Source: an optimization exercise on an open RTL-to-GDS flow (aim: small area, a short achievable clock period and few clock cycles). Production flows keep margins and buffers that such runs may drop. Only simulation tests tie the RTL to the original design; equivalence was not proved. Power figures rest on the tool's default switching activity, not on a simulated workload.

== S ==
==> flow/design.v <==
package pipeline;
  localparam int XLEN = 64;
  typedef struct packed {
    logic [2:0]      funct3;
    logic            mm_re;
    logic            mm_we;
    logic            atomic;
    logic [4:0]      funct5;
    logic [XLEN-1:0] mm_addr;
    logic [4:0]      rd_addr;
    logic [XLEN-1:0] data;
  } memory_signals;
endpackage
module lsu #(
  parameter int XLEN = pipeline::XLEN
) (
  input  logic                  clk,
  input  logic                  reset,
  input  logic                  in_valid,
  output logic                  in_ready,
  input  pipeline::memory_signals signals_in,
  output logic                  dbus_req,
  output logic                  dbus_we,
  output logic [XLEN-1:0]       dbus_addr,
  output logic [XLEN/8-1:0]     dbus_sel,
  output logic [XLEN-1:0]       dbus_wdata,
  input  logic                  dbus_ack,
  input  logic [XLEN-1:0]       dbus_rdata,
  output logic                  wb_valid,
  output logic                  wb_we,
  output logic [4:0]            wb_rd_addr,
  output logic [XLEN-1:0]       wb_rd_data,
  output logic                  misaligned
);
  logic [2:0]  f3;
  logic [4:0]  f5;
  logic [63:0] addr, data;
  logic [2:0]  lane;
  assign f3   = signals_in.funct3;
  assign f5   = signals_in.funct5;
  assign addr = signals_in.mm_addr;
  assign data = signals_in.data;
  assign lane = addr[2:0];
  logic        amo_cmp_q, amo_wr_q;
  logic [63:0] res_q;
  logic        pick_q;
  logic [5:0]  op_q;
  logic        sc_seen_q, sc_ok_q;
  logic        resv_valid_q;
  logic [60:0] resv_tag_q;
  logic        wb_valid_q, wb_we_q, misaligned_q;
  logic [4:0]  wb_rd_addr_q;
  logic [63:0] wb_data_q;
  logic        is_mem, is_lr, is_sc, is_amo, is_store, is_load, mis, sc_ok, sc_wait, sc_pass;
  logic        need_bus, accept, amo_rd_ack;
  always_comb begin
    is_mem   = signals_in.mm_re | signals_in.mm_we | signals_in.atomic;
    is_lr    = signals_in.atomic & ~signals_in.mm_we;
    is_sc    = signals_in.atomic & ~signals_in.mm_re;
    is_amo   = signals_in.atomic & signals_in.mm_re & signals_in.mm_we;
    is_store = signals_in.mm_we & ~signals_in.atomic;
    is_load  = signals_in.mm_re & ~signals_in.mm_we;
    mis      = (lane[0] & (f3[1] | f3[0])) | (lane[1] & f3[1]) | (lane[2] & f3[1] & f3[0]);
    sc_ok    = resv_valid_q & (resv_tag_q == addr[63:3]);
    sc_wait  = is_sc & ~mis & ~sc_seen_q;
    sc_pass  = sc_seen_q & sc_ok_q;
    need_bus = in_valid & is_mem & ~mis & (~is_sc | sc_pass) & ~amo_cmp_q;
    in_ready = ~sc_wait & ~amo_cmp_q & (~need_bus | (dbus_ack & (~is_amo | amo_wr_q)));
    accept   = in_valid & in_ready;
    amo_rd_ack = need_bus & is_amo & ~amo_wr_q & dbus_ack;
  end
  logic [7:0]  ld_b0, ld_b1;
  logic [15:0] ld_h1;
  logic        ld_sign, ld_fill;
  logic [63:0] load_ext;
  always_comb begin
    ld_b0 = dbus_rdata[{lane, 3'b000} +: 8];
    ld_b1 = dbus_rdata[{lane[2:1], 4'b1000} +: 8];
    ld_h1 = lane[2] ? dbus_rdata[63:48] : dbus_rdata[31:16];
    case (f3[1:0])
      2'b00:   ld_sign = ld_b0[7];
      2'b01:   ld_sign = ld_b1[7];
      default: ld_sign = ld_h1[15];
    endcase
    ld_fill  = ~f3[2] & ld_sign;
    load_ext = {(f3[1:0] == 2'b11) ? dbus_rdata[63:32] : {32{ld_fill}},
                f3[1]              ? ld_h1             : {16{ld_fill}},
                (f3[1:0] != 2'b00) ? ld_b1             : {8{ld_fill}},
                ld_b0};
  end
  logic [63:0] src, rep;
  always_comb begin
    src = ~amo_wr_q ? data : (pick_q ? wb_data_q : res_q);
    case (f3[1:0])
      2'b00:   rep = {8{src[7:0]}};
      2'b01:   rep = {4{src[15:0]}};
      2'b10:   rep = {2{src[31:0]}};
      default: rep = src;
    endcase
  end
  logic        w_op, minmax, uns, mx, c32, c64, lt, pick;
  logic [63:0] a, b, bx, r, hx, hc;
  logic [64:0] pa, pb, pp, pg;
  logic [65:0] sum;
  always_comb begin
    minmax = op_q[4];
    uns    = op_q[3];
    mx     = op_q[2];
    w_op   = op_q[5];
    a      = wb_data_q;
    bx     = res_q;
    b      = bx ^ {64{minmax}};
    pa     = {a, 1'b1};
    pb     = {bx, minmax};
    pp     = pa ^ pb;
    pg     = pa & pb;
    sum    = pa + pb;
    hx     = pp[64:1];    
    hc     = pg[64:1];    
    c32    = sum[33] ^ pp[33];
    c64    = sum[65];
    if (w_op) lt = (~uns & (a[31] ^ b[31])) ? a[31] : ~c32;
    else      lt = (~uns & (a[63] ^ b[63])) ? a[63] : ~c64;
    pick   = minmax & (lt ^ mx);
    r      = ({64{minmax | op_q[0]}} & b)
           | ({64{~minmax & ~op_q[0] & (op_q[3:2] == 2'b00)}} & sum[64:1])
           | ({64{~minmax & ~op_q[0] & (op_q[3:2] == 2'b01)}} & hx)
           | ({64{~minmax & ~op_q[0] & op_q[3]}} & hc)
           | ({64{~minmax & ~op_q[0] & (op_q[3:2] == 2'b10)}} & hx);
  end
  always_comb begin
    dbus_req   = need_bus;
    dbus_we    = is_store | is_sc | (is_amo & amo_wr_q);
    dbus_addr  = {addr[63:3], 3'b000};
    for (int k = 0; k < 8; k++)
      dbus_sel[k] = ((k[2] == lane[2]) | (f3[1] & f3[0])) & ((k[1] == lane[1]) | f3[1])
                  & ((k[0] == lane[0]) | f3[1] | f3[0]);
    dbus_wdata = rep;
    wb_valid   = wb_valid_q;
    wb_we      = wb_we_q;
    wb_rd_addr = wb_rd_addr_q;
    misaligned = misaligned_q;
    wb_rd_data = wb_data_q;
  end
  always_ff @(posedge clk) begin
    if (reset) begin
      amo_cmp_q    <= 1'b0;
      amo_wr_q     <= 1'b0;
      resv_valid_q <= 1'b0;
      sc_seen_q    <= 1'b0;
      wb_valid_q   <= 1'b0;
    end else begin
      amo_cmp_q  <= amo_rd_ack;
      if (amo_cmp_q) amo_wr_q <= 1'b1;
      if (need_bus & is_amo & amo_wr_q & dbus_ack) amo_wr_q <= 1'b0;
      sc_seen_q  <= in_valid & is_sc & ~accept;
      wb_valid_q <= accept;
      if (accept & is_sc) resv_valid_q <= 1'b0;
      if (accept & is_lr & ~mis) resv_valid_q <= 1'b1;
    end
  end
  always_ff @(posedge clk) begin
    if (accept & is_lr & ~mis) resv_tag_q <= addr[63:3];
    sc_ok_q      <= sc_ok;
    wb_we_q      <= (signals_in.rd_addr != 5'd0) & ~(is_mem & mis) & ~is_store;
    wb_rd_addr_q <= signals_in.rd_addr;
    misaligned_q <= is_mem & mis;
    if (~amo_cmp_q & ~amo_wr_q)
      wb_data_q <= ({64{~is_mem}} & data)
                 | ({64{(is_load | is_amo) & ~mis}} & load_ext)
                 | {63'd0, is_sc & ~mis & ~sc_ok_q};
    op_q         <= {~f3[0], f5};
    if (amo_cmp_q)      res_q <= r;
    if (amo_cmp_q)      pick_q <= pick;
    else if (~amo_wr_q) res_q <= data ^ {64{f5[4]}};
  end
endmodule
module lsu_top (
  input  logic        clk,
  input  logic        reset,
  input  logic        in_valid,
  output logic        in_ready,
  input  logic [2:0]  in_funct3,
  input  logic        in_mm_re,
  input  logic        in_mm_we,
  input  logic        in_atomic,
  input  logic [4:0]  in_funct5,
  input  logic [63:0] in_addr,
  input  logic [4:0]  in_rd_addr,
  input  logic [63:0] in_data,
  output logic        dbus_req,
  output logic        dbus_we,
  output logic [63:0] dbus_addr,
  output logic [7:0]  dbus_sel,
  output logic [63:0] dbus_wdata,
  input  logic        dbus_ack,
  input  logic [63:0] dbus_rdata,
  output logic        wb_valid,
  output logic        wb_we,
  output logic [4:0]  wb_rd_addr,
  output logic [63:0] wb_rd_data,
  output logic        misaligned
);
  pipeline::memory_signals sig;
  assign sig.funct3  = in_funct3;
  assign sig.mm_re   = in_mm_re;
  assign sig.mm_we   = in_mm_we;
  assign sig.atomic  = in_atomic;
  assign sig.funct5  = in_funct5;
  assign sig.mm_addr = in_addr;
  assign sig.rd_addr = in_rd_addr;
  assign sig.data    = in_data;
  lsu u_lsu (
    .clk(clk), .reset(reset), .in_valid(in_valid), .in_ready(in_ready),
    .signals_in(sig), .dbus_req(dbus_req), .dbus_we(dbus_we),
    .dbus_addr(dbus_addr), .dbus_sel(dbus_sel), .dbus_wdata(dbus_wdata),
    .dbus_ack(dbus_ack), .dbus_rdata(dbus_rdata), .wb_valid(wb_valid),
    .wb_we(wb_we), .wb_rd_addr(wb_rd_addr), .wb_rd_data(wb_rd_data),
    .misaligned(misaligned)
  );
endmodule
Settings: LEC_CHECK=0, CAP_MARGIN=20, CORE_MARGIN=2, CORE_UTILIZATION=55, SETUP_SLACK_MARGIN=4.0, SLEW_MARGIN=20, TNS_END_PERCENT=20; clock period 8.0 ns.
standard.sh (not shown) runs the stock make flow with config.mk's settings and CLKGATE_MAP_FILE= SYNTH_SCRIPT=/design/flow/synth_recipe.tcl, a recipe that flattens the netlist after the stock synthesis.
==> flow/flow/run.sh <==
#!/bin/bash
# The standard layout (standard.sh: the standard flow's own ORFS flow and synthesis, unchanged), with the
# port buffers that placement inserts made sky130_fd_sc_hd__buf_1 instead of the default cell.
set -euo pipefail
export BUFFER_PORTS_ARGS="-buffer_cell sky130_fd_sc_hd__buf_1"
bash standard.sh > standard_flow.log 2>&1
Testbench counts of S, summed over its fixed seeds: cycles 8,991.
Modified inputs, Q compared to S
Settings: TNS_END_PERCENT: 20 -> 5; SETUP_SLACK_MARGIN: 4.0 -> 3.7.
## What came out
Q — met3 track demand over resource in global routing 0.29 points lower, S as reference
Q: met1 capacity usage during global routing 1.4 points below S
Q can be clocked slower than S.
Q has multi-input gate share of total cell area above what S had.
Compared with S, in Q arrival time of the worst setup path rose by 70 ps, count of non-filler cells in the finished layout stayed essentially flat.
Comparing Q with S, the global-route usage came out essentially unchanged.
met2 routing resource usage after global routing, Q and S, higher one = Q.
Status: total negative setup slack parity (S, Q)

* * *

// lsu_top: RTL as listed in full above, without the edits since
clock: 8.0 ns
lec_check: 0
cap_margin: 20
core_margin: 2
core_utilization: 55
cts_buf_list: sky130_fd_sc_hd__clkbuf_8
cts_cluster_size: 40
place_density: 0.72
setup_slack_margin: 3.7
slew_margin: 20
tns_end_percent: 5
Scripts as last shown in full above: flow/flow/run.sh
The baseline passed the timing, DRC and antenna checks.
Testbench counts at the start, summed over its fixed seeds: cycles 8,991.
==> next run, changes <==
PLACE_DENSITY = not set   (was 0.72)
=> Non-clock buffer count rises by 6; area after synthesis is unchanged; setup slack gets better by 0.10 ns; clock power rises by about 4%.

## port drivers added, routing unchanged
The results above use ideal ports. As a check the final layouts listed here were re-extracted and re-timed, cells and wires unchanged.
Step 1 assumes that a clkbuf_16 drives the clock port and a buf_2 every other input.
Step 2 moves the port delays by t, midway between the first and last clock arrival at a register: inputs arrive t later, outputs are due t later. That takes back most of the time a late clock gives input paths.
Slacks: no drivers / after step 1 / after step 2; pairs: no drivers / after step 1.
| run | shift t [ns] | setup WS [ns] | worst setup path after step 2 | slew at the worst register clock pin (ns) |
|---|---|---|---|---|
| S | 0.643 | 3.580 / 3.509 / 3.504 | input to register | 0.07 / 0.07 |
| Q | 0.637 | 3.509 / 3.455 / 3.189 | input to register | 0.07 / 0.07 |
| the first run of note 2 | 0.678 | 3.392 / 3.320 / 3.320 | input to output | 0.07 / 0.07 |
| the second run of note 2 | 0.651 | 3.492 / 3.443 / 3.236 | input to register | 0.07 / 0.07 |
After both steps every run listed still meets setup and hold. For Q, which loses most, drivers alone change the setup slack by -0.054 ns; drivers and shift together by -0.320 ns.
